Source: an optimization exercise on an open RTL-to-GDS flow (aim: small area). Production flows keep margins and buffers that such runs may drop. Only simulation tests tie the RTL to the original design; equivalence was not proved. Power and IR drop assume default switching activity.

==> design.v <==
package vga_gfx_pkg;
   localparam logic [5:0] ADDR_INTCFG  = 6'h01;
   localparam logic [5:0] ADDR_YPOS    = 6'h02;
   localparam logic [5:0] ADDR_CTRL    = 6'h03;
   localparam logic [5:0] ADDR_PALIDX  = 6'h05;
   localparam logic [5:0] ADDR_PALDATA = 6'h06;
   localparam logic [5:0] ADDR_STATUS  = 6'h07;
   localparam logic [1:0] WR_BYTE = 2'b00;
   localparam logic [1:0] WR_HALF = 2'b01;
   localparam logic [1:0] WR_WORD = 2'b10;
   localparam logic [1:0] WR_NONE = 2'b11;
   typedef logic [5:0] colour_t;
   typedef enum logic {
      SWAP_IDLE,
      SWAP_PENDING
   } swap_state_t;
   function automatic integer npix(input integer buf_words, input integer bpp);
      npix = buf_words * 32 / bpp;
   endfunction
endpackage
module vga_timing_gfx (
   input  logic        clk,
   input  logic        rst_n,
   output logic [10:0] x,
   output logic [4:0]  y_hi,
   output logic [5:0]  y_lo,
   output logic        hsync,
   output logic        vsync,
   output logic        blank
);
   logic [9:0] y;
   logic       x_end, y_end;
   assign x_end = x[10] & x[8] & (&x[5:0]);
   assign y_end = y[9] & y[8] & y[5] & y[2] & y[0];
   always_ff @(posedge clk) begin
      if (!rst_n) begin
         x <= '0;
         y <= '0;
      end else if (x_end) begin
         x <= '0;
         y <= y_end ? '0 : y + 10'd1;
      end else begin
         x <= x + 11'd1;
      end
   end
   always_comb begin
      y_hi  = {1'b0, y[9:6]};
      y_lo  = y[5:0];
      blank = x[10] | (y[9] & y[8]);
      hsync = !((x >= 11'd1048) && (x < 11'd1184));
      vsync = !((y >= 10'd771) && (y < 10'd777));
   end
endmodule
module vga_gfx_dbuf (
   input  logic        clk,
   input  logic        rst_n,
   input  logic        wr_en,
   input  logic [1:0]  wr_size,
   input  logic [3:0]  word,
   input  logic [31:0] wr_data,
   input  logic        rd_en,
   output logic [31:0] rd_data,
   input  logic        swap,
   input  logic [7:0]  pix,
   output logic [1:0]  pix_idx,
   output logic        front
);
   logic [31:0] mem [32];
   logic [31:0] wd;
   logic [31:0] en0, en1, en2;
   logic [31:0] bsel, fsel;
   logic [31:0] front_word;
   logic        back, lane1, lane2;
   assign back  = ~front;
   assign wd    = wr_data & {32{rst_n}};
   assign lane1 = wr_size != vga_gfx_pkg::WR_BYTE;
   assign lane2 = wr_size == vga_gfx_pkg::WR_WORD;
   always_comb begin
      for (int k = 0; k < 32; k++) begin
         en0[k]  = !rst_n | (wr_en & (k[4] == back) & (word == k[3:0]));
         en1[k]  = !rst_n | (wr_en & lane1 & (k[4] == back) & (word == k[3:0]));
         en2[k]  = !rst_n | (wr_en & lane2 & (k[4] == back) & (word == k[3:0]));
         bsel[k] = rd_en & (k[4] == back) & (word == k[3:0]);
         fsel[k] = (k[4] == front) & (pix[7:4] == k[3:0]);
      end
   end
   always_ff @(posedge clk) begin
      for (int k = 0; k < 32; k++) begin
         if (en0[k]) mem[k][7:0]   <= wd[7:0];
         if (en1[k]) mem[k][15:8]  <= wd[15:8];
         if (en2[k]) mem[k][31:16] <= wd[31:16];
      end
   end
   always_ff @(posedge clk) begin
      if (!rst_n)    front <= 1'b0;
      else if (swap) front <= ~front;
   end
   logic [31:0] col [32];    
   always_comb begin
      for (int b = 0; b < 32; b++)
         for (int k = 0; k < 32; k++)
            col[b][k] = mem[k][b];
   end
   for (genvar b = 0; b < 32; b++) begin : g_rd
      vga_gfx_sel32 u_back  (.s(bsel), .d(col[b]), .y(rd_data[b]));
      vga_gfx_sel32 u_front (.s(fsel), .d(col[b]), .y(front_word[b]));
   end
   assign pix_idx = front_word[{pix[3:0], 1'b0} +: 2];
endmodule
module vga_gfx_sel32 (
   input  logic [31:0] s,
   input  logic [31:0] d,
   output logic        y
);
   logic [10:0] n;
   for (genvar g = 0; g < 10; g++) begin : g_aoi
      vga_gfx_aoi222 u_aoi (.a(s[3*g +: 3]), .b(d[3*g +: 3]), .y_n(n[g]));
   end
   assign n[10] = ~((s[30] & d[30]) | (s[31] & d[31]));
   assign y     = ~&n;
endmodule
module vga_gfx_aoi222 (
   input  logic [2:0] a,
   input  logic [2:0] b,
   output logic       y_n
);
   assign y_n = ~|(a & b);
endmodule
module vga_gfx_pal_dbuf
#(
   parameter int unsigned BPP          = 2,
   parameter int unsigned BUF_WORDS    = 16,
   parameter int unsigned PIX_LOG2_RST = 2
) (
   input  logic        clk,
   input  logic        rst_n,
   input  logic [7:0]  ui_in,
   output logic [7:0]  uo_out,
   input  logic [5:0]  address,
   input  logic [31:0] data_in,
   input  logic [1:0]  data_write_n,
   input  logic [1:0]  data_read_n,
   output logic [31:0] data_out,
   output logic        data_ready,
   output logic        user_interrupt
);
   logic [10:0] vga_x;
   logic [4:0]  vga_y_hi;
   logic [5:0]  vga_y_lo;
   logic        hsync, vsync, blank;
   logic [7:0]  cfg;
   logic [1:0]  pix_log2;
   logic [1:0]  pal_idx;
   logic [5:0]  palette [4];
   logic [1:0]  idx_r;
   logic        hsync_r, vsync_r;
   logic        line_irq, swap_irq;
   logic        swap_pending, do_swap;
   logic        wr, rd, buf_sel, line_hit, status_clr, pix_ok;
   logic [7:0]  p;
   logic [1:0]  pix_idx;
   logic [31:0] back_word;
   logic        front;
   logic [5:0]  colour;
   logic        unused_ok;
   assign unused_ok  = &{1'b0, ui_in};
   assign data_ready = 1'b1;
   vga_timing_gfx u_timing (
      .clk   (clk),
      .rst_n (rst_n),
      .x     (vga_x),
      .y_hi  (vga_y_hi),
      .y_lo  (vga_y_lo),
      .hsync (hsync),
      .vsync (vsync),
      .blank (blank)
   );
   vga_gfx_dbuf u_dbuf (
      .clk     (clk),
      .rst_n   (rst_n),
      .wr_en   (wr && buf_sel),
      .wr_size (data_write_n),
      .word    (address[5:2]),
      .wr_data (data_in),
      .rd_en   (buf_sel),
      .rd_data (back_word),
      .swap    (do_swap),
      .pix     (p),
      .pix_idx (pix_idx),
      .front   (front)
   );
   always_comb begin
      wr         = (data_write_n != vga_gfx_pkg::WR_NONE);
      rd         = (data_read_n != 2'b11);
      buf_sel    = (address[1:0] == 2'b00);
      status_clr = rd && (address == vga_gfx_pkg::ADDR_STATUS);
      case (pix_log2)
         2'd0:    p = vga_x[7:0];
         2'd1:    p = vga_x[8:1];
         2'd2:    p = vga_x[9:2];
         default: p = vga_x[10:3];
      endcase
      case (pix_log2)
         2'd0:    pix_ok = vga_x[10:8] == 3'd0;
         2'd1:    pix_ok = vga_x[10:9] == 2'd0;
         default: pix_ok = !vga_x[10];
      endcase
      pix_ok     = pix_ok && !blank;
      line_hit   = cfg[6] && ((vga_y_lo[3:0] | cfg[3:0]) == 4'hF) &&
                   (vga_x == {cfg[5:4] == 2'b00, cfg[5:4], 8'h00});
      do_swap    = swap_pending && blank;
   end
   always_ff @(posedge clk) begin
      if (!rst_n) begin
         cfg          <= '0;
         pix_log2     <= 2'(PIX_LOG2_RST);
         pal_idx      <= '0;
         for (int i = 0; i < 4; i++) palette[i] <= '0;
         idx_r        <= '0;
         hsync_r      <= 1'b0;
         vsync_r      <= 1'b0;
         line_irq     <= 1'b0;
         swap_irq     <= 1'b0;
         swap_pending <= 1'b0;
      end else begin
         if (wr && address == vga_gfx_pkg::ADDR_INTCFG) cfg <= data_in[7:0];
         if (wr && address == vga_gfx_pkg::ADDR_CTRL)   pix_log2 <= data_in[3:2];
         if (wr && address == vga_gfx_pkg::ADDR_PALIDX) pal_idx <= data_in[1:0];
         if (wr && address == vga_gfx_pkg::ADDR_PALDATA) begin
            palette[pal_idx] <= data_in[5:0];
            pal_idx          <= pal_idx + 1'b1;
         end
         idx_r   <= pix_ok ? pix_idx : 2'b00;
         hsync_r <= hsync;
         vsync_r <= vsync;
         line_irq <= line_hit | (line_irq & ~status_clr);
         swap_irq <= (do_swap & cfg[7]) | (swap_irq & ~status_clr);
         if (swap_pending)
            swap_pending <= !blank;
         else if (wr && address == vga_gfx_pkg::ADDR_CTRL && data_in[0])
            swap_pending <= 1'b1;
      end
   end
   always_comb begin
      colour         = palette[idx_r];
      uo_out         = {hsync_r, colour[0], colour[2], colour[4],
                        vsync_r, colour[1], colour[3], colour[5]};
      user_interrupt = line_irq | swap_irq;
   end
   always_comb begin
      data_out = '0;
      case (address)
         vga_gfx_pkg::ADDR_INTCFG:  data_out[7:0] = cfg;
         vga_gfx_pkg::ADDR_YPOS:    data_out[13:0] = {vga_y_hi, 3'b0, vga_y_lo};
         vga_gfx_pkg::ADDR_CTRL:    data_out[5:0] = {front, swap_pending, pix_log2, 2'b00};
         vga_gfx_pkg::ADDR_PALIDX:  data_out[1:0] = pal_idx;
         vga_gfx_pkg::ADDR_PALDATA: data_out[5:0] = palette[pal_idx];
         vga_gfx_pkg::ADDR_STATUS:  data_out[1:0] = {swap_irq, line_irq};
         default: ;
      endcase
      data_out = data_out | back_word;
   end
endmodule
==> run.sh <==
#!/bin/bash
# synth_recipe.tcl (not shown) runs the flow's synth.tcl, then flattens the netlist and writes it again
# the make line also repeats each setting of config.mk as NAME=value (left out here)
make -C /OpenROAD-flow-scripts/flow DESIGN_CONFIG=/design/flow/config.mk WORK_HOME=/design/flow/orfs CLKGATE_MAP_FILE= SYNTH_SCRIPT=/design/flow/synth_recipe.tcl finish
==> config.mk <==
export PLATFORM = sky130hd
export DESIGN_NAME = vga_gfx_pal_dbuf
export DESIGN_NICKNAME = vga_gfx_pal_dbuf
export VERILOG_FILES = /design/flow/design.v
export SDC_FILE = /design/flow/constraint.sdc
export NUM_CORES = 4
export LEC_CHECK = 0
export CAP_MARGIN = 0
export CORE_MARGIN = 2
export CORE_UTILIZATION = 70
export CTS_BUF_LIST = sky130_fd_sc_hd__clkbuf_4 sky130_fd_sc_hd__clkbuf_8
export SLEW_MARGIN = 0
export SYNTH_HIERARCHICAL = 1
==> constraint.sdc <==
create_clock -name core_clock -period 15.0 [get_ports {clk}]
set_input_delay 3.0000 -clock core_clock [delete_from_list [all_inputs] [get_ports {clk}]]
set_output_delay 3.0000 -clock core_clock [all_outputs]
set_load 0.01 [all_outputs]
==> results of run 1 <==
-- routing by layer --
layer	track usage, %	share of wire, %	vias to the layer above
li1	-	-	13163
met1	56.3	30	16047
met2	66.2	45	3991
met3	13.1	17	709
met4	31.0	8.1	0
met5	0	0	-
-- power by group --
part / switching [mW] / leakage [nW] / internal (mW)
clock: 1.16 / 1.73 / 1.26
combinational: 0.212 / 4.43 / 0.0929
sequential: 0.129 / 10.5 / 3.61
total: 1.50 / 16.6 / 4.96
-- cell families after synthesis --
| kind of cell | Yosys count | synth area share [%] |
|---|---|---|
| xor+xnor | 16 | 0.313 |
| flops | 1091 | 72.3 |
| other cells | 2 | 0.0168 |
| fa+ha+maj | 4 | 0.112 |
| buf+inv | 59 | 0.565 |
| mux | 34 | 1.61 |
| compound gates | 865 | 17.6 |
| simple gates | 561 | 7.52 |
-- cell type report --
| type | instances | area (sq um) |
|---|---|---|
| Antenna cell | 1 | 2.50 |
| Clock buffer | 234 | 2850 |
| Clock inverter | 69 | 418 |
| Fill cell | 3421 | 12300 |
| Inverter | 11 | 41.3 |
| Multi-Input combinational cell | 1482 | 12400 |
| Sequential cell | 1091 | 32300 |
| Tap cell | 846 | 1060 |
| Timing Repair Buffer | 187 | 1610 |
-- Yosys stat by module (local to each module, per instance) --
module | cell area [sq um] | flops+latches
vga_timing_gfx | 1090 | 21
vga_gfx_sel32 | 36.3 | 0
vga_gfx_aoi222 | 10.0 | 0
vga_gfx_pal_dbuf | 2600 | 45
vga_gfx_dbuf | 32300 | 1025
-- stage by stage --
stage / power [mW] / cells
2_1_floorplan: 3.90 / 2632
3_5_place_dp: 4.08 / 3616
5_1_grt: 6.61 / 3921
6_report: 6.46 / 3921
3_3_place_gp: 4.05 / 3616
4_1_cts: 6.44 / 3919
-- worst max-delay path: cells and delay by family --
kind / cells / cell delay [ns]
buffers and inverters: 3 / 1.78
and+or+nand+nor: 5 / 1.96
AOI/OAI and AO/OA: 3 / 0.99
-- registers in the layout, indices dropped and copies added (netlist names), named ones only --
signal        count
u_dbuf.mem     1024
palette          24
u_timing.x       11
u_timing.y       10
cfg               8
pal_idx           2
pix_log2          2
hsync_r           1
line_irq          1
swap_irq          1
swap_pending      1
u_dbuf.front      1
vsync_r           1
-- path summary, 6_finish.rpt --
path                                    end  slack, ns
worst max-delay path            data_out[1]       4.24
worst min-delay path                 cfg[2]       0.49
worst max register to register     register       9.92
worst min register to register       cfg[2]       0.49
-- synthesized netlist by cell type, types with 4 or more instances --
cell / number / area, sq um
edfxtp_1: 1048 / 31500
a222oi_1: 640 / 6410
nand4_1: 134 / 838
o21ai_0: 108 / 541
nand2_1: 105 / 394
nor2_1: 100 / 375
and2_1: 67 / 419
a22o_1: 65 / 569
or4_4: 64 / 721
dfxtp_1: 43 / 861
clkbuf_1: 36 / 135
nand3_1: 27 / 135
mux4_2: 20 / 450
a21oi_1: 14 / 70.1
inv_1: 11 / 41.3
xnor2_1: 11 / 96.3
nand2b_1: 9 / 56.3
a21o_1: 8 / 60.1
a22oi_1: 8 / 60.1
mux4_1: 8 / 210
nor3_1: 8 / 40.0
nor2b_1: 7 / 43.8
buf_2: 6 / 30.0
a221oi_1: 5 / 43.8
mux2i_1: 5 / 50.1
or3_1: 5 / 31.3
xor2_1: 5 / 43.8
buf_4: 4 / 30.0
ha_1: 4 / 50.1
nor4_2: 4 / 50.1
or4_1: 4 / 30.0
==> results.json, run 1 <==
{
  "run_status": "complete, no violations",
  "fin_util_pct": 80.5,
  "rr_worst_depth": 11,
  "timing.final.ws_setup_ns": 4.24,
  "cellLeakagePower_nw": 16.6,
  "syn_inst": 2632,
  "post_cts_resized": 0,
  "finalWeightedCongestion": 0.939,
  "finalSetupTns_ns": 0,
  "powerDensity_nw_per_um2": 127,
  "r2r-start": "pix_log2[0]",
  "hold_viol_final": 0,
  "dpl-instance-area_sq_um": 47500,
  "peakVddDrop_mv": 0.124,
  "path_cells": "clkdlybuf4s50_1 -> and2b_1 -> nand2_1 -> nor2_2 -> buf_4 -> a222oi_1 -> nand4_1 -> or4_4 -> a221oi_1 -> o21ai_0 -> clkdlybuf4s50_1",
  "yosys_warnings": 13,
  "drv_slew": 0,
  "io_pins": 94,
  "mostFrequentLayoutCells": "edfxtp_1 (1048), a222oi_1 (640), clkbuf_8 (175)",
  "cts_max_level": 4,
  "antenna_found_initial": 2,
  "core_area_sq_um": 63100,
  "cts.sinks": 1091,
  "num_vias": 33910,
  "ys_types": 60,
  "syn_area_per_cell_sq_um": 17.0,
  "final_common_cell": "edfxtp_1",
  "wl_mm": 149,
  "slowest_stage": "clkdlybuf4s50_1",
  "wl_per_cell_microns": 38.0,
  "worst-path-max-fanout": 32,
  "required_ns": 12.00,
  "cap_violations": 0,
  "synth_edf_count": 1048,
  "drt_iter0_drc": 10496,
  "hp-class": "register to register",
  "die_w_microns": 257,
  "worstSetupPathType": "input port to output pin",
  "postCtsSetupBuffers": 0,
  "hold_slack_ns": 0.485,
  "numCtsBuffers": 168,
  "synthesis.area_sq_um": 44700,
  "grt_pass1_wl_mm": 210,
  "synth-seq-cells": 1091,
  "cts_root_buf": "clkbuf_8",
  "maxSlewHeadroom_pct": 5.25,
  "fin_skew_ns": 0.0288,
  "grt_max_degree": 92,
  "clk_pin_slew_ns": 0.06,
  "viasPerCell": 8.65,
  "critPathMostFrequentCell": "clkdlybuf4s50_1",
  "grt_overflow_total": 0,
  "start_kind": "input port",
  "arrival_ns": 7.76,
  "syn_nets": 2688,
  "grtUsageTotal_pct": 44.3,
  "min_period_ns": 10.76,
  "rsz0062_at_grt": "no",
  "startpoint": "address[2]",
  "place_hpwl_mm": 88.1,
  "hold_buffers": 0,
  "finalSetupViolCount": 0,
  "numPortBuffers": 84,
  "cts_tree": "built",
  "antenna_left": 0,
  "grt_pass1_vias": 32392,
  "drtPass1Iterations": 11,
  "post-place-ws_ns": 4.61,
  "worstSetupEndpointType": "output pin",
  "cts_buffer_depth": 3,
  "post-route-period-util_pct": 71.7,
  "ys_seq_area_share_pct": 72.3,
  "initial_core_util_pct": 70.9,
  "layout-drive-gt1-share_pct": 18.3,
  "clock_latency_ns": 0.84,
  "dieArea_sq_um": 65900,
  "fmax_mhz": 92.9,
  "row_count": 92,
  "ys_async_sr_fraction_pct": 0,
  "tightest_slew_ns": 1.42,
  "die_h_microns": 257,
  "route.detailed.drc": 0,
  "area_growth_pct": 13.4,
  "synth_ff_type": "edfxtp_1",
  "holdPathStages": 2,
  "num-nets-final": 2997,
  "min_from": "cfg[2]",
  "cp_slowest_stage_delay_ns": 0.88,
  "finish.instance_area_sq_um": 50800
}
==> run 2, diff against run 1 <==
--- a/config.mk
+++ b/config.mk
@@ -10,3 +10,5 @@
 export CORE_UTILIZATION = 70
-export CTS_BUF_LIST = sky130_fd_sc_hd__clkbuf_4 sky130_fd_sc_hd__clkbuf_8
+export CTS_BUF_LIST = sky130_fd_sc_hd__clkbuf_16
+export CTS_CLUSTER_DIAMETER = 80
+export CTS_CLUSTER_SIZE = 24
 export SLEW_MARGIN = 0
==> run 2 against run 1 <==
Against the previous run: critical path depth unchanged; sequential power hardly changed; global-route usage shrank 0.91 points; total power is 13% lower; core utilization shrank 2.9 points; register-to-register slack worse by 0.03 ns; design area decreased by 3.6%; critical endpoint unchanged.
==> results.json, run 2 <==
{
  "run_status": "complete, no violations",
  "worstSetupEndpointType": "output pin",
  "place_hpwl_mm": 88.1,
  "regMostFlops": "u_dbuf.mem",
  "cts_buffer_depth": 3,
  "cap_violations": 0,
  "worstSetupPathType": "input port to output pin",
  "synth-seq-cells": 1091,
  "clk_pin_slew_ns": 0.09,
  "syn_nets": 2688,
  "grtUsageTotal_pct": 43.4,
  "dp_cells": 3616,
  "drt_iter0_drc": 10718,
  "synth_top_area_cell": "edfxtp_1",
  "initial_core_util_pct": 70.9,
  "ys_types": 60,
  "num-nets-final": 2881,
  "grt_max_degree": 92,
  "die_h_microns": 257,
  "cts_max_level": 2,
  "cts_root_buf": "clkbuf_16",
  "start_kind": "input port",
  "multi_input_area_sq_um": 12400,
  "min_period_ns": 10.71,
  "wl_mm": 147,
  "yosys_warnings": 13,
  "route.detailed.drc": 0,
  "largest_register_ffs": 1024,
  "cellLeakagePower_nw": 15.7,
  "fin_util_pct": 77.5,
  "fmax_mhz": 93.4,
  "row_count": 92,
  "ys_async_sr_fraction_pct": 0,
  "ys_seq_area_share_pct": 72.3,
  "post-route-period-util_pct": 71.4,
  "worst-path-max-fanout": 32,
  "synthTopCellsByArea": "edfxtp_1 (70%), a222oi_1 (14%), dfxtp_1 (1.9%)",
  "finalWeightedCongestion": 0.939,
  "die_w_microns": 257,
  "antenna_found_initial": 0,
  "num_vias": 33008,
  "syn_inst": 2632,
  "grt_pass1_vias": 31184,
  "wl_per_cell_microns": 39.7,
  "critPathMostFrequentCell": "clkdlybuf4s50_1",
  "slowest_stage": "clkdlybuf4s50_1",
  "dpl-instance-area_sq_um": 47500,
  "drv_slew": 0,
  "cts.sinks": 1091,
  "top_regs": "u_dbuf.mem (1024), palette (24), u_timing.x (11)",
  "hold_viol_final": 0,
  "finalNonFillerCells": 3693,
  "clock_latency_ns": 0.67,
  "final_common_cell": "edfxtp_1",
  "required_ns": 12.00,
  "synth_ff_type": "edfxtp_1",
  "tightest_slew_ns": 1.40,
  "regArea_sq_um": 32300,
  "hold_buffers": 0,
  "io_pins": 94,
  "synth_top_area_share_pct": 70.3,
  "grt_overflow_total": 0,
  "ys_top_cells_by_count": "edfxtp_1 (1048), a222oi_1 (640), nand4_1 (134)",
  "yosysMostFrequentCell": "edfxtp_1",
  "arrival_ns": 7.71,
  "peakVddDrop_mv": 0.135,
  "synthesis.area_sq_um": 44700,
  "dieArea_sq_um": 65900,
  "viasPerCell": 8.94,
  "maxSlewHeadroom_pct": 6.56,
  "rsz0062_at_grt": "no",
  "hold_slack_ns": 0.492,
  "drtPass1Iterations": 14,
  "n_antenna_cell": 0,
  "mostFrequentLayoutCells": "edfxtp_1 (1048), a222oi_1 (640), nand4_1 (134)",
  "finalSetupTns_ns": 0,
  "cp_slowest_stage_delay_ns": 0.86,
  "hp-class": "register to register",
  "postCtsSetupBuffers": 0,
  "antenna_left": 0,
  "fill_cells": 3630,
  "fin_skew_ns": 0.0251,
  "finalSetupViolCount": 0,
  "grt_pass1_wl_mm": 207,
  "finish.instance_area_sq_um": 48900,
  "powerDensity_nw_per_um2": 114,
  "cts_tree": "built",
  "path_cells": "clkdlybuf4s50_1 -> and2b_1 -> nand2_1 -> nor2_2 -> buf_4 -> a222oi_1 -> nand4_1 -> or4_4 -> a221oi_1 -> o21ai_0 -> clkdlybuf4s50_1",
  "numCtsBuffers": 52,
  "post_cts_resized": 0,
  "syn_area_per_cell_sq_um": 17.0,
  "numPortBuffers": 84,
  "core_area_sq_um": 63100,
  "area_growth_pct": 9.34,
  "synth_edf_count": 1048,
  "layout-drive-gt1-share_pct": 12.6
}
[run 2: cell counts after synthesis]
Identical to the previous run, type by type.
[run 2: modules after synthesis, one instance, submodules excluded]
module            cell area [sq um]  flops+latches
vga_gfx_pal_dbuf               2600             45
vga_gfx_sel32                  36.3              0
vga_timing_gfx                 1090             21
vga_gfx_aoi222                 10.0              0
vga_gfx_dbuf                  32300           1025
[run 2: cell families (layout without fill, tap and decap cells)]
| group | Yosys count | count (layout) | share of synthesized area, % |
|---|---|---|---|
| buf+inv | 59 | 274 | 0.565 |
| fa+ha+maj | 4 | 4 | 0.112 |
| other cells | 2 | 2 | 0.0168 |
| mux | 34 | 34 | 1.61 |
| compound gates | 865 | 865 | 17.6 |
| flops | 1091 | 1091 | 72.3 |
| simple gates | 561 | 561 | 7.52 |
| xor+xnor | 16 | 16 | 0.313 |
[run 2: path summary, 6_finish.rpt]
path,start,endpoint,slack [ns],cells after the start
hold / removal,cfg[2],cfg[2],0.49,2
hold reg to reg,cfg[2],cfg[2],0.49,2
setup / recovery,address[2],data_out[1],4.29,11
setup reg to reg,pix_log2[0],register,9.89,11
[run 2: area by class of cell]
class                   instances  share of cell area, %
flip-flops and latches       1091                   66.1
multi-input cells            1482                   25.4
repair buffers                187                   3.29
clock buffers                  52                   2.66
well taps                     846                   2.16
clock inverters                24                  0.279
inverters                      11                 0.0844
[run 2: per-layer routing]
layer,vias up,part of all wire [%],track usage [%]
met5,-,0,0.292
met4,0,8.1,27.0
met3,651,17,10.6
met2,3829,45,66.5
met1,15711,30,56.6
li1,12817,-,-
[run 2: through the flow]
stage	power, mW	setup slack, ns
3_5_place_dp	4.08	4.61
3_3_place_gp	4.05	4.62
4_1_cts	5.56	4.54
2_1_floorplan	3.90	6.52
6_report	5.59	4.29
5_1_grt	5.71	4.22
[run 2: critical path: cells and delay by family]
family / cells / cell delay (ns)
and+or+nand+nor: 5 / 1.92
buffers and inverters: 3 / 1.76
AOI/OAI and AO/OA: 3 / 0.99
[run 2: power by group]
group	leakage, nW	internal (mW)	total [mW]	switching [mW]
clock	0.752	0.634	1.56	0.922
sequential	10.5	3.61	3.73	0.129
combinational	4.43	0.0929	0.303	0.210
total	15.7	4.33	5.59	1.26
==> run 3, diff against run 2 <==
--- a/design.v
+++ b/design.v
@@ -114,3 +114,4 @@
 );
-   logic [10:0] n;
+   logic [11:0] n;
+   logic [2:0]  o;
    for (genvar g = 0; g < 10; g++) begin : g_aoi
@@ -118,4 +119,8 @@
    end
-   assign n[10] = ~((s[30] & d[30]) | (s[31] & d[31]));
-   assign y     = ~&n;
+   vga_gfx_nand2 u_nand30 (.a({s[30], d[30]}), .y(n[10]));
+   vga_gfx_nand2 u_nand31 (.a({s[31], d[31]}), .y(n[11]));
+   vga_gfx_nand4 u_nand0 (.a(n[3:0]), .y(o[0]));
+   vga_gfx_nand4 u_nand1 (.a(n[7:4]), .y(o[1]));
+   vga_gfx_nand4 u_nand2 (.a(n[11:8]), .y(o[2]));
+   assign y = |o;
 endmodule
@@ -127,2 +132,14 @@
    assign y_n = ~|(a & b);
+endmodule
+module vga_gfx_nand4 (
+   input  logic [3:0] a,
+   output logic       y
+);
+   assign y = ~&a;
+endmodule
+module vga_gfx_nand2 (
+   input  logic [1:0] a,
+   output logic       y
+);
+   assign y = ~&a;
 endmodule
--- a/config.mk
+++ b/config.mk
@@ -7,9 +7,9 @@
 export LEC_CHECK = 0
-export CAP_MARGIN = 0
+export CAP_MARGIN = 10
 export CORE_MARGIN = 2
 export CORE_UTILIZATION = 70
-export CTS_BUF_LIST = sky130_fd_sc_hd__clkbuf_16
-export CTS_CLUSTER_DIAMETER = 80
-export CTS_CLUSTER_SIZE = 24
-export SLEW_MARGIN = 0
+export CTS_BUF_LIST = sky130_fd_sc_hd__clkbuf_8
+export CTS_CLUSTER_DIAMETER = 60
+export CTS_CLUSTER_SIZE = 16
+export SLEW_MARGIN = 10
 export SYNTH_HIERARCHICAL = 1
==> run 3 against run 2 <==
Against the previous run: still clean; fmax grew 1.2%; synthesized cell count grew 2.4%; routed wire length shrank 0.84%; sequential cell count is the same; sequential power is essentially flat; global-route usage grew 0.19 points; cell count grew 2.6%; hold slack lost 0.0073 ns; register-to-register slack gained 0.26 ns; critical endpoint is now data_out[31]; highest routed layer is now met5.
==> results.json, run 3 <==
{
  "run_status": "complete, no violations",
  "finalSetupViolCount": 0,
  "die_h_microns": 256,
  "numPortBuffers": 84,
  "hp-class": "register to register",
  "required_ns": 12.00,
  "grt_pass1_wl_mm": 207,
  "ys_async_sr_fraction_pct": 0,
  "ys_top_cells_by_count": "edfxtp_1 (1048), a222oi_1 (640), nand4_1 (198)",
  "critPathMostFrequentCell": "clkdlybuf4s50_1",
  "top_layer": "met5",
  "synth_ff_type": "edfxtp_1",
  "cp.depth": 8,
  "finalWeightedCongestion": 0.943,
  "yosysMostFrequentCell": "edfxtp_1",
  "cts_tree": "built",
  "worst-path-max-fanout": 24,
  "syn_area_per_cell_sq_um": 16.5,
  "slowest_stage": "nand3_1",
  "final_common_cell": "edfxtp_1",
  "io_pins": 94,
  "dr_wl_met3_mm": 23.8,
  "wl_mm": 145,
  "cts_max_level": 3,
  "syn_nets": 2752,
  "synthesis.area_sq_um": 44500,
  "power_frac_comb_pct": 5.3,
  "top_regs": "u_dbuf.mem (1024), palette (24), u_timing.x (11)",
  "rr_worst_depth": 11,
  "cts_root_buf": "clkbuf_8",
  "place_hpwl_mm": 87.6,
  "initial_core_util_pct": 70.7,
  "swShare_pct": 23.1,
  "grt_pass1_vias": 31737,
  "start_kind": "input port",
  "num-nets-final": 2970,
  "crit_buf_inv": 3,
  "synth_top_area_cell": "edfxtp_1",
  "hold_viol_final": 0,
  "mostFrequentLayoutCells": "edfxtp_1 (1048), a222oi_1 (640), nand4_1 (198)",
  "power.switching_mw": 1.26,
  "post-route-period-util_pct": 70.5,
  "synth_edf_count": 1048,
  "finalSetupTns_ns": 0,
  "yosys_warnings": 13,
  "min_period_ns": 10.58,
  "num_vias": 33153,
  "critical-path-top-delay-family": "simple AND/OR/NAND/NOR gates",
  "p_clk_share_pct": 26.1,
  "r2r-start": "pix_log2[0]",
  "drtPass1Iterations": 13,
  "dieArea_sq_um": 65600,
  "worstSetupEndpoint": "data_out[31]",
  "grtUsageTotal_pct": 43.6,
  "die_w_microns": 256,
  "intPower_mw": 4.18,
  "post_cts_resized": 0,
  "cp_slowest_stage_delay_ns": 0.92,
  "cts.sinks": 1091,
  "path_cells": "clkdlybuf4s50_1 -> nand3_1 -> nor2_2 -> buf_4 -> a222oi_1 -> nand4_1 -> or3_1 -> clkdlybuf4s50_1",
  "multi_input_area_sq_um": 12200,
  "numCtsBuffers": 79,
  "wl_per_cell_microns": 38.4,
  "drt_iter0_drc": 9885,
  "largest_register_ffs": 1024,
  "wl_met2_mm": 63.6,
  "worstSetupEndpointType": "output pin",
  "synthTopCellsByArea": "edfxtp_1 (71%), a222oi_1 (14%), nand4_1 (2.8%)",
  "core_area_sq_um": 63000,
  "fill_cells": 3721,
  "hold_buffers": 0,
  "hold_slack_ns": 0.485,
  "drv_slew": 0,
  "startpoint": "address[2]",
  "area_growth_pct": 8.97,
  "postCtsSetupBuffers": 0,
  "rrSetupSlack_ns": 10.15,
  "grt_max_degree": 101,
  "ys_types": 59,
  "route.detailed.drc": 0,
  "fmax_mhz": 94.6,
  "syn_inst": 2696,
  "wl_met1_mm": 44.7,
  "clk_pin_slew_ns": 0.09,
  "fin_skew_ns": 0.0325,
  "antenna_left": 0,
  "cts_buffer_depth": 3,
  "peakVddDrop_mv": 0.104,
  "ys_seq_area_share_pct": 72.7,
  "viasPerCell": 8.75,
  "maxSlewHeadroom_pct": 12.3,
  "arrival_ns": 7.58,
  "regMostFlops": "u_dbuf.mem",
  "layout-drive-gt1-share_pct": 11.1,
  "row_count": 92,
  "powerDensity_nw_per_um2": 112,
  "worstSetupPathType": "input port to output pin",
  "synth_top_area_share_pct": 70.7,
  "regArea_sq_um": 32300,
  "grt_overflow_total": 0,
  "p_seq_share_pct": 68.6,
  "rsz0062_at_grt": "no",
  "cellLeakagePower_nw": 15.3,
  "antenna_found_initial": 7,
  "tightest_slew_ns": 1.32,
  "cap_violations": 0,
  "synth-seq-cells": 1091,
  "clock_latency_ns": 0.73
}
[run 3: worst min path at each step]
stage                     to     start  cells after the start  slack, ns
finish              line_irq  line_irq                      2       0.49
global route          cfg[2]    cfg[2]                      2       0.53
CTS                 line_irq  line_irq                      2       0.48
detailed placement  line_irq  line_irq                      2       0.47
global placement    line_irq  line_irq                      2       0.47
floorplan           line_irq  line_irq                      2       0.43
[run 3: modules after synthesis, one instance, submodules excluded]
module            copies in the design  flops+latches  cell area (sq um)  cells
vga_gfx_dbuf                         1           1025              32300   1312
vga_gfx_pal_dbuf                     1             45               2600    233
vga_timing_gfx                       1             21               1090    127
vga_gfx_aoi222                     640              0               10.0      1
vga_gfx_nand4                      192              0               6.26      1
vga_gfx_sel32                       64              0               6.26      1
vga_gfx_nand2                      128              0               3.75      1
[run 3: per-layer routing]
layer,global-route usage (%),up-vias
li1,-,13007
met1,56.0,15810
met2,64.4,3658
met3,11.6,672
met4,32.7,6
met5,0.731,-
[run 3: layout make-up]
type	count	share of cell area (%)
antenna	5	0.0258
inverter	11	0.0852
multi-input combinational	1546	25.2
clock inverter	26	0.297
timing repair buffer	185	3.30
sequential	1091	66.7
tap	846	2.18
clock buffer	80	2.27
[run 3: cells by family (layout without fill, tap and decap cells)]
family	Yosys count	count (layout)	share of synthesized area [%]
AO/OA/AOI/OAI	801	801	16.4
XOR/XNOR	16	16	0.315
adder cells (fa/ha/maj)	4	4	0.112
buffers and inverters	59	302	0.568
flip-flops	1091	1091	72.7
multiplexers	34	34	1.62
other	2	7	0.0169
AND/OR/NAND/NOR	689	689	8.28
[run 3: per-stage QoR]
| stage | util, % | total power [mW] | instance area (sq um) | instances | worst slack (ns) |
|---|---|---|---|---|---|
| 5_1_grt | 77.0 | 5.56 | 48500 | 3786 | 4.42 |
| 2_1_floorplan | - | 3.89 | 44500 | 2696 | 6.62 |
| 3_3_place_gp | 75.0 | 4.03 | 47200 | 3677 | 4.89 |
| 6_report | 77.0 | 5.44 | 48500 | 3790 | 4.42 |
| 3_5_place_dp | 75.0 | 4.07 | 47200 | 3677 | 4.78 |
| 4_1_cts | 76.9 | 5.41 | 48500 | 3783 | 4.70 |
[run 3: power by group through the flow]
stage / registers, mW / clock network, mW / logic [mW]
CTS: 3.72 / 1.41 / 0.278
detailed placement: 3.79 / 0 / 0.277
floorplan: 3.75 / 0 / 0.139
global route: 3.75 / 1.52 / 0.297
finish: 3.73 / 1.42 / 0.291
global placement: 3.76 / 0 / 0.269
[run 3: worst min-delay path: cells and delay by family, from the launching register on]
family             cells  cell delay (ns)
AOI/OAI and AO/OA      1             0.05
DFF                    1             0.34
and+or+nand+nor        1             0.06
==> run 4, diff against run 3 <==
==> flow/run.sh (new file) <==
#!/bin/bash
# Standard ORFS layout (the standard.sh, standard synthesis) with two
# changes: port buffers use the smallest buffer cell, and CTS inserts no
# dummy loads (sink clusters of up to 16, clkbuf_8 only).
set -euo pipefail
bash standard.sh \
  "BUFFER_PORTS_ARGS=-buffer_cell sky130_fd_sc_hd__buf_1" \
  "CTS_ARGS=-sink_clustering_enable -repair_clock_nets -dont_use_dummy_load -buf_list sky130_fd_sc_hd__clkbuf_8 -sink_clustering_size 16 -sink_clustering_max_diameter 60" \
  finish > flow.log 2>&1
==> standard.sh (new file) <==
#!/bin/bash
# synth_recipe.tcl (not shown) runs the flow's synth.tcl, then flattens the netlist and writes it again
# the make line also repeats each setting of config.mk as NAME=value (left out here)
make -C /OpenROAD-flow-scripts/flow DESIGN_CONFIG=/design/flow/config.mk WORK_HOME=/design/flow/orfs CLKGATE_MAP_FILE= SYNTH_SCRIPT=/design/flow/synth_recipe.tcl "${@:-finish}"
--- a/config.mk
+++ b/config.mk
@@ -7,3 +7,3 @@
 export LEC_CHECK = 0
-export CAP_MARGIN = 10
+export CAP_MARGIN = 15
 export CORE_MARGIN = 2
@@ -13,3 +13,3 @@
 export CTS_CLUSTER_SIZE = 16
-export SLEW_MARGIN = 10
+export SLEW_MARGIN = 15
 export SYNTH_HIERARCHICAL = 1
removed: run.sh
==> run 4 against run 3 <==
Against the previous run: via count decreased by 0.79%; sequential power is essentially flat; hold slack improved by 0.017 ns; non-clock buffer count increased by 3; global-route usage grew 0.063 points; register-to-register slack better by 0.09 ns; routed wire length is 0.12% lower; cell count shrank 0.61%; count of clock-buffer cells in the layout unchanged.
==> results.json, run 4 <==
{
  "wl_per_cell_microns": 38.5,
  "layout-drive-gt1-share_pct": 11.2,
  "postCtsSetupBuffers": 0,
  "largest_register_ffs": 1024,
  "ys_top_cells_by_count": "edfxtp_1 (1048), a222oi_1 (640), nand4_1 (198)",
  "crit_buf_inv": 3,
  "syn_nets": 2752,
  "drv_slew": 0,
  "grt_overflow_total": 0,
  "hold_viol_final": 0,
  "cellLeakagePower_nw": 15.0,
  "worst-path-max-fanout": 32,
  "syn_inst": 2696,
  "run_status": "complete, no violations",
  "rr_worst_depth": 11,
  "yosys_warnings": 13,
  "finalSetupTns_ns": 0,
  "worstSetupEndpointType": "output pin",
  "synth-seq-cells": 1091,
  "peakVddDrop_mv": 0.0961,
  "synthesis.area_sq_um": 44500,
  "die_w_microns": 256,
  "cts_max_level": 3,
  "synthTopCellsByArea": "edfxtp_1 (71%), a222oi_1 (14%), nand4_1 (2.8%)",
  "finalNonFillerCells": 3767,
  "synth_edf_count": 1048,
  "grt_pass1_wl_mm": 207,
  "io_pins": 94,
  "path_cells": "buf_1 -> and2b_1 -> nand2_1 -> nor2_2 -> buf_4 -> a222oi_1 -> nand4_1 -> or3_1 -> a221oi_1 -> o21ai_0 -> buf_1",
  "hold_slack_ns": 0.502,
  "initial_core_util_pct": 70.7,
  "r2r-start": "pix_log2[0]",
  "die_h_microns": 256,
  "start_kind": "input port",
  "dp_cells": 3676,
  "rsz0062_at_grt": "no",
  "numCtsBuffers": 80,
  "post-route-period-util_pct": 66.3,
  "hold_end": "swap_irq",
  "synth_top_area_share_pct": 70.7,
  "tightest_slew_ns": 1.35,
  "arrival_ns": 6.94,
  "num-nets-final": 2974,
  "cp_slowest_stage_delay_ns": 0.70,
  "critPathMostFrequentCell": "buf_1",
  "post-place-ws_ns": 5.39,
  "cts_tree": "built",
  "num_vias": 32892,
  "top_regs": "u_dbuf.mem (1024), palette (24), u_timing.x (11)",
  "grt_pass1_vias": 31449,
  "viasPerCell": 8.73,
  "cap_violations": 0,
  "final_common_cell": "edfxtp_1",
  "antenna_found_initial": 2,
  "rrSetupSlack_ns": 10.24,
  "area_growth_pct": 7.65,
  "min_period_ns": 9.94,
  "ys_seq_area_share_pct": 72.7,
  "cts_buffer_depth": 3,
  "hp-class": "register to register",
  "ys_types": 59,
  "fmax_mhz": 101,
  "antenna_left": 0,
  "maxSlewHeadroom_pct": 9.74,
  "finish.instance_area_sq_um": 47900,
  "powerDensity_nw_per_um2": 112,
  "cts_root_buf": "clkbuf_8",
  "dpl-instance-area_sq_um": 46700,
  "fin_skew_ns": 0.0483,
  "wl_mm": 145,
  "drtPass1Iterations": 15,
  "grt_max_degree": 86,
  "yosysMostFrequentCell": "edfxtp_1",
  "clock_latency_ns": 0.74,
  "worstSetupPathType": "input port to output pin",
  "required_ns": 12.00,
  "syn_area_per_cell_sq_um": 16.5,
  "timing.final.ws_setup_ns": 5.06,
  "post_cts_resized": 0,
  "row_count": 92,
  "holdPathStages": 1,
  "clk_pin_slew_ns": 0.04,
  "route.detailed.drc": 0,
  "numPortBuffers": 84,
  "cts.sinks": 1091,
  "fill_cells": 3693,
  "dieArea_sq_um": 65600,
  "mostFrequentLayoutCells": "edfxtp_1 (1048), a222oi_1 (640), nand4_1 (198)",
  "drt_iter0_drc": 9730,
  "synth_ff_type": "edfxtp_1",
  "core_area_sq_um": 63000,
  "synth_top_area_cell": "edfxtp_1",
  "regMostFlops": "u_dbuf.mem",
  "place_hpwl_mm": 87.2,
  "ys_async_sr_fraction_pct": 0,
  "finalWeightedCongestion": 0.964,
  "hold_buffers": 0,
  "finalSetupViolCount": 0,
  "critical-path-top-delay-family": "simple AND/OR/NAND/NOR gates",
  "slowest_stage": "nand2_1",
  "min_from": "swap_irq",
  "grtUsageTotal_pct": 43.6
}
run 4: changes by cell type in the layout (fill, tap and decap cells not counted), moves of 7 or more:
cell             change
inv_1               -14
clkdlybuf4s50_1     -83
o21ai_1              +7
o21ai_0              -7
buf_1               +83
and2_2               +7
and2_1               -7
run 4: stage by stage:
step | power (mW) | utilization [%]
floorplan | 3.89 | -
global placement | 4.01 | 74.1
detailed placement | 4.05 | 74.1
CTS | 5.34 | 75.9
global route | 5.50 | 76.1
finish | 5.37 | 76.1
run 4: how the worst max path moves through the flow:
stage | start | endpoint | slack, ns | cells after the start
4_1_cts | address[2] | data_out[1] | 5.37 | 11
5_1_grt | address[2] | data_out[1] | 5.07 | 11
3_3_place_gp | address[2] | data_out[1] | 5.48 | 11
3_5_place_dp | address[2] | data_out[1] | 5.39 | 11
6_report | address[2] | data_out[1] | 5.06 | 11
2_1_floorplan | address[1] | data_out[1] | 6.62 | 10
run 4: Yosys stat by module, one instance, submodules excluded:
module / copies in the design / cell area (sq um) / cells inside / flip-flops and latches
vga_gfx_aoi222: 640 / 10.0 / 1 / 0
vga_gfx_pal_dbuf: 1 / 2600 / 233 / 45
vga_timing_gfx: 1 / 1090 / 127 / 21
vga_gfx_sel32: 64 / 6.26 / 1 / 0
vga_gfx_nand4: 192 / 6.26 / 1 / 0
vga_gfx_dbuf: 1 / 32300 / 1312 / 1025
vga_gfx_nand2: 128 / 3.75 / 1 / 0
run 4: cell type report:
cell class | instances | area (sq um) | share of cell area [%]
inverter | 11 | 41.3 | 0.0862
sequential | 1091 | 32300 | 67.5
timing repair buffer | 188 | 1110 | 2.32
antenna | 5 | 12.5 | 0.0261
multi-input combinational | 1546 | 12200 | 25.6
tap | 846 | 1060 | 2.21
clock buffer | 80 | 1100 | 2.30
run 4: kinds of logic after synthesis:
family	after synthesis	synth area share, %
buf+inv	59	0.568
simple gates	689	8.28
compound gates	801	16.4
fa+ha+maj	4	0.112
mux	34	1.62
other cells	2	0.0169
xor+xnor	16	0.315
flops	1091	72.7
run 4: power by group:
part / internal, mW / total, mW / switching, mW
Clock: 0.479 / 1.37 / 0.889
Combinational: 0.0630 / 0.274 / 0.211
Sequential: 3.60 / 3.73 / 0.126
Total: 4.15 / 5.37 / 1.23
run 4: routing by layer:
metal  vias to the layer above  share of wire [%]  global-route usage, %
li1                      12963                  -                      -
met1                     15681                 31                   56.8
met2                      3605                 44                   66.0
met3                       641                 17                   11.3
met4                         2                8.6                   28.5
met5                         -              0.037                      0
run 4: worst register-to-register path, stage by stage (launching register included):
cell and delay [ns]:
dfxtp_1 0.65, mux4_1 0.71, nand2b_1 0.46, nor2_2 0.08, buf_4 0.32, a222oi_1 0.49
nand4_1 0.31, or3_1 0.55, mux4_1 0.63, nand3_1 0.13, nand3_1 0.12, and2_1 0.21
==> run 5, diff against run 4 <==
--- a/design.v
+++ b/design.v
@@ -74,3 +74,3 @@
    assign back  = ~front;
-   assign wd    = wr_data & {32{rst_n}};
+   assign wd    = wr_data;
    assign lane1 = wr_size != vga_gfx_pkg::WR_BYTE;
@@ -182,2 +182,4 @@
    logic        unused_ok;
+   logic [31:0] wd;
+   logic        cfg_en, pl_en, pal_en [4];
    assign unused_ok  = &{1'b0, ui_in};
@@ -200,3 +202,3 @@
       .word    (address[5:2]),
-      .wr_data (data_in),
+      .wr_data (wd),
       .rd_en   (buf_sel),
@@ -229,8 +231,18 @@
    end
+   always_comb begin
+      wd     = data_in & {32{rst_n}};
+      cfg_en = !rst_n || (wr && address == vga_gfx_pkg::ADDR_INTCFG);
+      pl_en  = !rst_n || (wr && address == vga_gfx_pkg::ADDR_CTRL);
+      for (int i = 0; i < 4; i++)
+         pal_en[i] = !rst_n || (wr && address == vga_gfx_pkg::ADDR_PALDATA && pal_idx == 2'(i));
+   end
+   always_ff @(posedge clk) begin
+      if (cfg_en) cfg <= wd[7:0];
+      if (pl_en)  pix_log2 <= wd[3:2] | ({2{!rst_n}} & 2'(PIX_LOG2_RST));
+      for (int i = 0; i < 4; i++)
+         if (pal_en[i]) palette[i] <= wd[5:0];
+   end
    always_ff @(posedge clk) begin
       if (!rst_n) begin
-         cfg          <= '0;
-         pix_log2     <= 2'(PIX_LOG2_RST);
          pal_idx      <= '0;
-         for (int i = 0; i < 4; i++) palette[i] <= '0;
          idx_r        <= '0;
@@ -242,9 +254,4 @@
       end else begin
-         if (wr && address == vga_gfx_pkg::ADDR_INTCFG) cfg <= data_in[7:0];
-         if (wr && address == vga_gfx_pkg::ADDR_CTRL)   pix_log2 <= data_in[3:2];
-         if (wr && address == vga_gfx_pkg::ADDR_PALIDX) pal_idx <= data_in[1:0];
-         if (wr && address == vga_gfx_pkg::ADDR_PALDATA) begin
-            palette[pal_idx] <= data_in[5:0];
-            pal_idx          <= pal_idx + 1'b1;
-         end
+         if (wr && address == vga_gfx_pkg::ADDR_PALIDX)  pal_idx <= data_in[1:0];
+         if (wr && address == vga_gfx_pkg::ADDR_PALDATA) pal_idx <= pal_idx + 1'b1;
          idx_r   <= pix_ok ? pix_idx : 2'b00;
==> run 5 against run 4 <==
Against the previous run: still clean; clock power about the same; core utilization about the same; non-clock buffer count up 21; via count about the same; setup slack better by 0.0084 ns; sequential cell count down 2; cell count down 0.50%; critical endpoint is now data_out[9].
==> results.json, run 5 <==
{
  "fin_skew_ns": 0.0847,
  "top_regs": "u_dbuf.mem (1024), palette (24), u_timing.x (11)",
  "min_period_ns": 9.93,
  "finalWeightedCongestion": 1.02,
  "fin_util_pct": 76.1,
  "p_clk_share_pct": 25.2,
  "rrSetupSlack_ns": 10.12,
  "power_frac_comb_pct": 5.4,
  "num_vias": 32866,
  "viasPerCell": 8.77,
  "grt_max_degree": 85,
  "swShare_pct": 22.8,
  "wl_mm": 145,
  "ys_seq_area_share_pct": 73.1,
  "ys_types": 63,
  "layout-drive-gt1-share_pct": 11.7,
  "numCtsBuffers": 80,
  "dp_cells": 3657,
  "tightest_slew_ns": 1.27,
  "dieArea_sq_um": 65300,
  "yosysMostFrequentCell": "edfxtp_1",
  "synthesis.area_sq_um": 44300,
  "cts_max_level": 3,
  "finalSetupViolCount": 0,
  "area_growth_pct": 8.00,
  "numPortBuffers": 84,
  "fmax_mhz": 101,
  "rsz0062_at_grt": "no",
  "postCtsSetupBuffers": 0,
  "total_power_mw": 5.39,
  "maxSlewHeadroom_pct": 15.0,
  "cts_buffer_depth": 3,
  "row_count": 92,
  "finish.instance_area_sq_um": 47800,
  "required_ns": 12.00,
  "arrival_ns": 6.93,
  "grt_pass1_wl_mm": 205,
  "hp-class": "register to register",
  "ys_top_cells_by_count": "edfxtp_1 (1058), a222oi_1 (646), nand4_1 (198)",
  "die_w_microns": 256,
  "slowest_stage": "nand2_1",
  "critPathMostFrequentCell": "buf_1",
  "drtPass1Iterations": 14,
  "hold_slack_ns": 0.495,
  "hold_viol_final": 0,
  "grt_overflow_total": 0,
  "drv_slew": 0,
  "mostFrequentLayoutCells": "edfxtp_1 (1058), a222oi_1 (646), nand4_1 (198)",
  "clock_latency_ns": 0.76,
  "post-place-ws_ns": 5.26,
  "grt_pass1_vias": 31000,
  "synth-seq-cells": 1089,
  "hold_buffers": 0,
  "dpl-instance-area_sq_um": 46600,
  "largest_register_ffs": 1024,
  "route.detailed.drc": 0,
  "powerDensity_nw_per_um2": 113,
  "synth_top_area_cell": "edfxtp_1",
  "initial_core_util_pct": 70.5,
  "cp_slowest_stage_delay_ns": 0.78,
  "finalNonFillerCells": 3748,
  "min_from": "u_timing.x[0]",
  "synth_ff_type": "edfxtp_1",
  "intPower_mw": 4.16,
  "die_h_microns": 256,
  "cts_root_buf": "clkbuf_8",
  "worstSetupEndpointType": "output pin",
  "cts_tree": "built",
  "r2r-start": "pix_log2[0]",
  "post_cts_resized": 0,
  "io_pins": 94,
  "num-nets-final": 2957,
  "grtUsageTotal_pct": 43.6,
  "ys_async_sr_fraction_pct": 0,
  "drt_iter0_drc": 9163,
  "cts.sinks": 1089,
  "cap_violations": 0,
  "peakVddDrop_mv": 0.0981,
  "antenna_left": 0,
  "power.switching_mw": 1.23,
  "regMostFlops": "u_dbuf.mem",
  "p_seq_share_pct": 69.3,
  "synthTopCellsByArea": "edfxtp_1 (72%), a222oi_1 (15%), nand4_1 (2.8%)",
  "antenna_found_initial": 10,
  "timing.final.ws_setup_ns": 5.07,
  "yosys_warnings": 15,
  "clk_pin_slew_ns": 0.08,
  "hold_end": "u_timing.x[0]",
  "r2r_end": "idx_r[0]",
  "syn_nets": 2709,
  "worstSetupPathType": "input port to output pin",
  "start_kind": "input port",
  "run_status": "complete, no violations",
  "syn_inst": 2648,
  "synth_edf_count": 1058,
  "worst-path-max-fanout": 25,
  "rr_worst_depth": 11,
  "cellLeakagePower_nw": 15.0,
  "final_common_cell": "edfxtp_1",
  "core_area_sq_um": 62900,
  "place_hpwl_mm": 86.1,
  "finalSetupTns_ns": 0,
  "syn_area_per_cell_sq_um": 16.7,
  "path_cells": "buf_1 -> nor2_1 -> nand2_1 -> nor2_2 -> buf_4 -> a222oi_1 -> nand4_1 -> or3_1 -> a21o_1 -> buf_1",
  "synth_top_area_share_pct": 71.7,
  "post-route-period-util_pct": 66.2,
  "holdPathStages": 1,
  "wl_per_cell_microns": 38.7
}
## run 5: cell types whose count changed after synthesis, sizes merged, moves of 6 or more
| cell | previous run | this run |
|---|---|---|
| mux4 | 28 | 22 |
| clkbuf | 37 | 31 |
| a222oi | 640 | 646 |
| edfxtp | 1048 | 1058 |
| a22oi | 8 | 2 |
| dfxtp | 43 | 31 |
| and2 | 67 | 44 |
| o21ai | 111 | 105 |
## run 5: layout make-up
cell class / count / area [sq um]
antenna: 8 / 20.0
timing repair buffer: 209 / 1270
sequential: 1089 / 32400
clock buffer: 80 / 1100
multi-input combinational: 1506 / 12000
tap: 846 / 1060
inverter: 10 / 37.5
fill: 3761 / 15000
## run 5: power by group through the flow
| stage | Combinational, mW | Clock, mW | Sequential (mW) |
|---|---|---|---|
| after CTS | 0.278 | 1.35 | 3.73 |
| after global routing | 0.299 | 1.46 | 3.76 |
| after detailed placement | 0.278 | 0 | 3.80 |
| final | 0.293 | 1.36 | 3.74 |
| after floorplan | 0.150 | 0 | 3.76 |
| after global placement | 0.270 | 0 | 3.77 |
## run 5: worst max path at each step
stage	from	end	slack, ns	cells after the start
finish	address[1]	data_out[9]	5.07	10
global placement	address[1]	data_out[0]	5.31	11
global route	address[1]	data_out[0]	4.95	11
detailed placement	address[1]	data_out[1]	5.26	11
CTS	address[1]	data_out[1]	5.24	11
floorplan	address[0]	data_out[0]	6.63	10
## run 5: logic make-up after synthesis
logic type / count (synthesis) / synth area share [%]
other cells: 2 / 0.0170
compound gates: 798 / 16.6
flops: 1089 / 73.1
buf+inv: 53 / 0.562
xor+xnor: 17 / 0.336
simple gates: 652 / 7.83
mux: 28 / 1.30
fa+ha+maj: 9 / 0.254
## run 5: per-layer routing
layer / share of wire [%] / GRT usage [%] / vias to the layer above
li1: - / - / 12884
met4: 8.6 / 29.7 / 4
met1: 30 / 56.9 / 15729
met3: 17 / 12.1 / 608
met2: 44 / 64.7 / 3641
met5: 0.020 / 0 / -
## run 5: Yosys stat by module (local to each module, per instance)
module | cell area, sq um | flip-flops and latches | cells inside
vga_gfx_dbuf | 32100 | 1025 | 1276
vga_gfx_pal_dbuf | 2640 | 43 | 225
vga_timing_gfx | 1050 | 21 | 123
vga_gfx_aoi222 | 10.0 | 0 | 1
vga_gfx_nand4 | 6.26 | 0 | 1
vga_gfx_sel32 | 6.26 | 0 | 1
vga_gfx_nand2 | 3.75 | 0 | 1
## run 5: critical path: cells and delay by family
kind	cells	cell delay [ns]
compound gates	2	0.57
buf+inv	3	0.98
simple gates	5	2.36
==> run 6, diff against run 5 <==
--- a/config.mk
+++ b/config.mk
@@ -9,3 +9,3 @@
 export CORE_MARGIN = 2
-export CORE_UTILIZATION = 70
+export CORE_UTILIZATION = 78
 export CTS_BUF_LIST = sky130_fd_sc_hd__clkbuf_8
==> run 6 against run 5 <==
Against the previous run: still clean on timing, DRC and antenna; combinational power is essentially flat; sequential share of layout area grew 0.29 points; via count up 3.8%; design area shrank 0.43%; synthesized cell count did not move; register-to-register slack hardly changed; non-clock buffer count shrank 17; critical path depth did not move; critical endpoint is now data_out[13]; largest cell class unchanged; highest routed layer unchanged.
==> results.json, run 6 <==
{
  "run_status": "complete, no violations",
  "drv_slew": 0,
  "layout-drive-gt1-share_pct": 11.2,
  "p_clk_share_pct": 25.0,
  "grtUsageTotal_pct": 49.6,
  "hp-class": "register to register",
  "dieArea_sq_um": 58700,
  "synth-xor-area-share_pct": 0.336,
  "yosys_warnings": 15,
  "synth_top_area_cell": "edfxtp_1",
  "antenna_left": 0,
  "synth_ff_type": "edfxtp_1",
  "route.detailed.drc": 0,
  "ys_top_cells_by_count": "edfxtp_1 (1058), a222oi_1 (646), nand4_1 (198)",
  "clock_latency_ns": 0.75,
  "cap_violations": 0,
  "cts_root_buf": "clkbuf_8",
  "synth-seq-cells": 1089,
  "worstSetupPathType": "input port to output pin",
  "multi_input_area_sq_um": 12000,
  "clk_pin_slew_ns": 0.08,
  "required_ns": 12.00,
  "fin_skew_ns": 0.0697,
  "antenna_found_initial": 8,
  "synth.area.mux_share_pct": 1.30,
  "final_common_cell": "edfxtp_1",
  "r2r-start": "pix_log2[0]",
  "synthTopCellsByArea": "edfxtp_1 (72%), a222oi_1 (15%), nand4_1 (2.8%)",
  "fill_cells": 2658,
  "place_hpwl_mm": 88.3,
  "grt_overflow_total": 0,
  "drt_iter0_drc": 10754,
  "hold_end": "swap_irq",
  "post-route-period-util_pct": 66.7,
  "numPortBuffers": 84,
  "mostFrequentLayoutCells": "edfxtp_1 (1058), a222oi_1 (646), nand4_1 (198)",
  "maxSlewHeadroom_pct": 13.4,
  "top_regs": "u_dbuf.mem (1024), palette (24), u_timing.x (11)",
  "syn_nets": 2709,
  "cts_max_level": 3,
  "finalWeightedCongestion": 0.978,
  "ys_seq_area_share_pct": 73.1,
  "die_w_microns": 242,
  "rrSetupSlack_ns": 10.11,
  "synth_simple_gate_area_share_pct": 7.83,
  "num_vias": 34113,
  "total_power_mw": 5.39,
  "swShare_pct": 23.0,
  "syn_inst": 2648,
  "r2r_end": "idx_r[0]",
  "post-place-ws_ns": 5.30,
  "row_count": 87,
  "yosys.area_share.adder_pct": 0.254,
  "synth_edf_count": 1058,
  "hold_viol_final": 0,
  "post_cts_resized": 0,
  "synthesis.area_sq_um": 44300,
  "powerDensity_nw_per_um2": 113,
  "grt_pass1_wl_mm": 211,
  "wl_mm": 147,
  "die_h_microns": 242,
  "timing.final.ws_setup_ns": 4.99,
  "min_period_ns": 10.01,
  "numCtsBuffers": 78,
  "num-nets-final": 2938,
  "cts.sinks": 1089,
  "synth_top_area_share_pct": 71.7,
  "power.switching_mw": 1.24,
  "fmax_mhz": 99.9,
  "finalSetupViolCount": 0,
  "syn_area_per_cell_sq_um": 16.7,
  "synth_compound_area_share_pct": 16.6,
  "hold_buffers": 0,
  "intPower_mw": 4.15,
  "arrival_ns": 7.01,
  "tightest_slew_ns": 1.29,
  "core_area_sq_um": 56300,
  "grt_pass1_vias": 32189,
  "cts_buffer_depth": 3,
  "holdPathStages": 1,
  "min_from": "swap_irq",
  "initial_core_util_pct": 78.7,
  "largest_register_ffs": 1024,
  "p_seq_share_pct": 69.6,
  "fin_util_pct": 84.6,
  "ys_async_sr_fraction_pct": 0,
  "yosysMostFrequentCell": "edfxtp_1",
  "cellLeakagePower_nw": 14.9,
  "rsz0062_at_grt": "no",
  "drtPass1Iterations": 14,
  "synth_top_family_by_area": "compound AO/OA/AOI/OAI gates",
  "viasPerCell": 9.38,
  "wl_per_cell_microns": 40.5,
  "area_growth_pct": 7.54,
  "rr_worst_depth": 11,
  "ys_types": 63,
  "cts_tree": "built",
  "worstSetupEndpointType": "output pin",
  "power_frac_comb_pct": 5.4,
  "io_pins": 94,
  "worst-path-max-fanout": 24,
  "grt_max_degree": 64,
  "regMostFlops": "u_dbuf.mem",
  "finalSetupTns_ns": 0,
  "peakVddDrop_mv": 0.0910,
  "hold_slack_ns": 0.516,
  "start_kind": "input port",
  "regArea_sq_um": 32400,
  "postCtsSetupBuffers": 0
}
-- run 6: cell counts after synthesis --
No cell type changed its count.
-- run 6: power by group through the flow --
stage                     clock (mW)  combinational (mW)  sequential, mW
after global placement             0               0.258            3.77
final                           1.35               0.291            3.75
after CTS                       1.32               0.270            3.74
after floorplan                    0               0.150            3.76
after global routing            1.42               0.294            3.77
after detailed placement           0               0.269            3.81
-- run 6: final cells by class --
class                   instances  area share, %
diodes                          7         0.0368
multi-input cells            1506           25.2
clock buffers                  78           2.25
well taps                     756           1.99
flip-flops and latches       1089           68.0
inverters                      10         0.0788
repair buffers                192           2.43
-- run 6: Yosys stat by module, one instance, submodules excluded --
module	times used	cell area, sq um	cells
vga_gfx_nand4	192	6.26	1
vga_gfx_aoi222	640	10.0	1
vga_gfx_sel32	64	6.26	1
vga_timing_gfx	1	1050	123
vga_gfx_pal_dbuf	1	2640	225
vga_gfx_dbuf	1	32100	1276
vga_gfx_nand2	128	3.75	1
-- run 6: logic make-up (layout without fill, tap and decap cells) --
| kind of cell | count (synthesis) | after routing |
|---|---|---|
| buffers and inverters | 53 | 280 |
| xor gates and xnor gates | 17 | 17 |
| other | 2 | 9 |
| AOI/OAI and AO/OA | 798 | 798 |
| muxes | 28 | 28 |
| and+or+nand+nor | 652 | 652 |
| adders and majority gates | 9 | 9 |
| DFF | 1089 | 1089 |
-- run 6: how the worst max path moves through the flow --
stage	startpoint	cells after the start	slack, ns	to
after floorplan	address[0]	10	6.63	data_out[0]
after global placement	address[1]	10	5.37	data_out[10]
after detailed placement	address[1]	10	5.30	data_out[13]
after CTS	address[1]	10	5.28	data_out[13]
after global routing	address[1]	10	4.99	data_out[9]
final	address[1]	10	4.99	data_out[13]
-- run 6: per-layer routing --
layer  global-route usage, %  vias to the layer above  share of wire (%)
met3                    15.1                      870                 18
li1                        -                    12834                  -
met5                   0.899                        -              0.062
met4                    32.7                        6                9.5
met2                    74.1                     4520                 44
met1                    63.9                    15883                 28
-- run 6: metrics by stage --
step,instances,cell area [sq um]
finish,3638,47600
global route,3634,47600
CTS,3626,47500
detailed placement,3548,46400
global placement,3548,46400
floorplan,2648,44300
-- run 6: worst max-delay path: stages --
cell and delay (ns):
buf_1 0.51, nor2_1 0.23, nand2b_1 0.83, nor2_2 0.31
buf_4 0.38, a222oi_1 0.45, nand4_1 0.39, or3_1 0.57
a21o_1 0.19, buf_1 0.12

-- afterwards: timing with drivers on the ports --
The results above use ideal ports. As a check the final layouts listed here were re-extracted and re-timed, cells and wires unchanged. Step 1 assumes that a clkbuf_16 drives the clock port and a buf_2 every other input. Step 2 also shifts input and output timing later by t, the mid clock arrival at the registers, as if the neighbouring blocks saw the same clock. a / b / c = ideal ports / drivers / drivers and shift; a / b = the first two.
run	shift t [ns]	setup slack, ns	clock arrival spread, ns	worst register clock-pin slew, ns	worst data-port slew with drivers (ns)
run 1	0.887	4.238 / 4.212 / 4.212	0.038 / 0.037	0.07 / 0.07	0.06
run 2	0.724	4.293 / 4.266 / 4.266	0.029 / 0.029	0.10 / 0.10	0.06
run 3	0.770	4.425 / 4.393 / 4.393	0.033 / 0.033	0.11 / 0.11	0.04
run 4	0.762	5.057 / 5.030 / 5.030	0.081 / 0.081	0.11 / 0.11	0.04
run 5	0.780	5.066 / 5.034 / 5.034	0.085 / 0.085	0.11 / 0.11	0.11
run 6	0.782	4.990 / 4.964 / 4.964	0.070 / 0.070	0.11 / 0.11	0.13
After both steps every run listed still meets setup and hold.
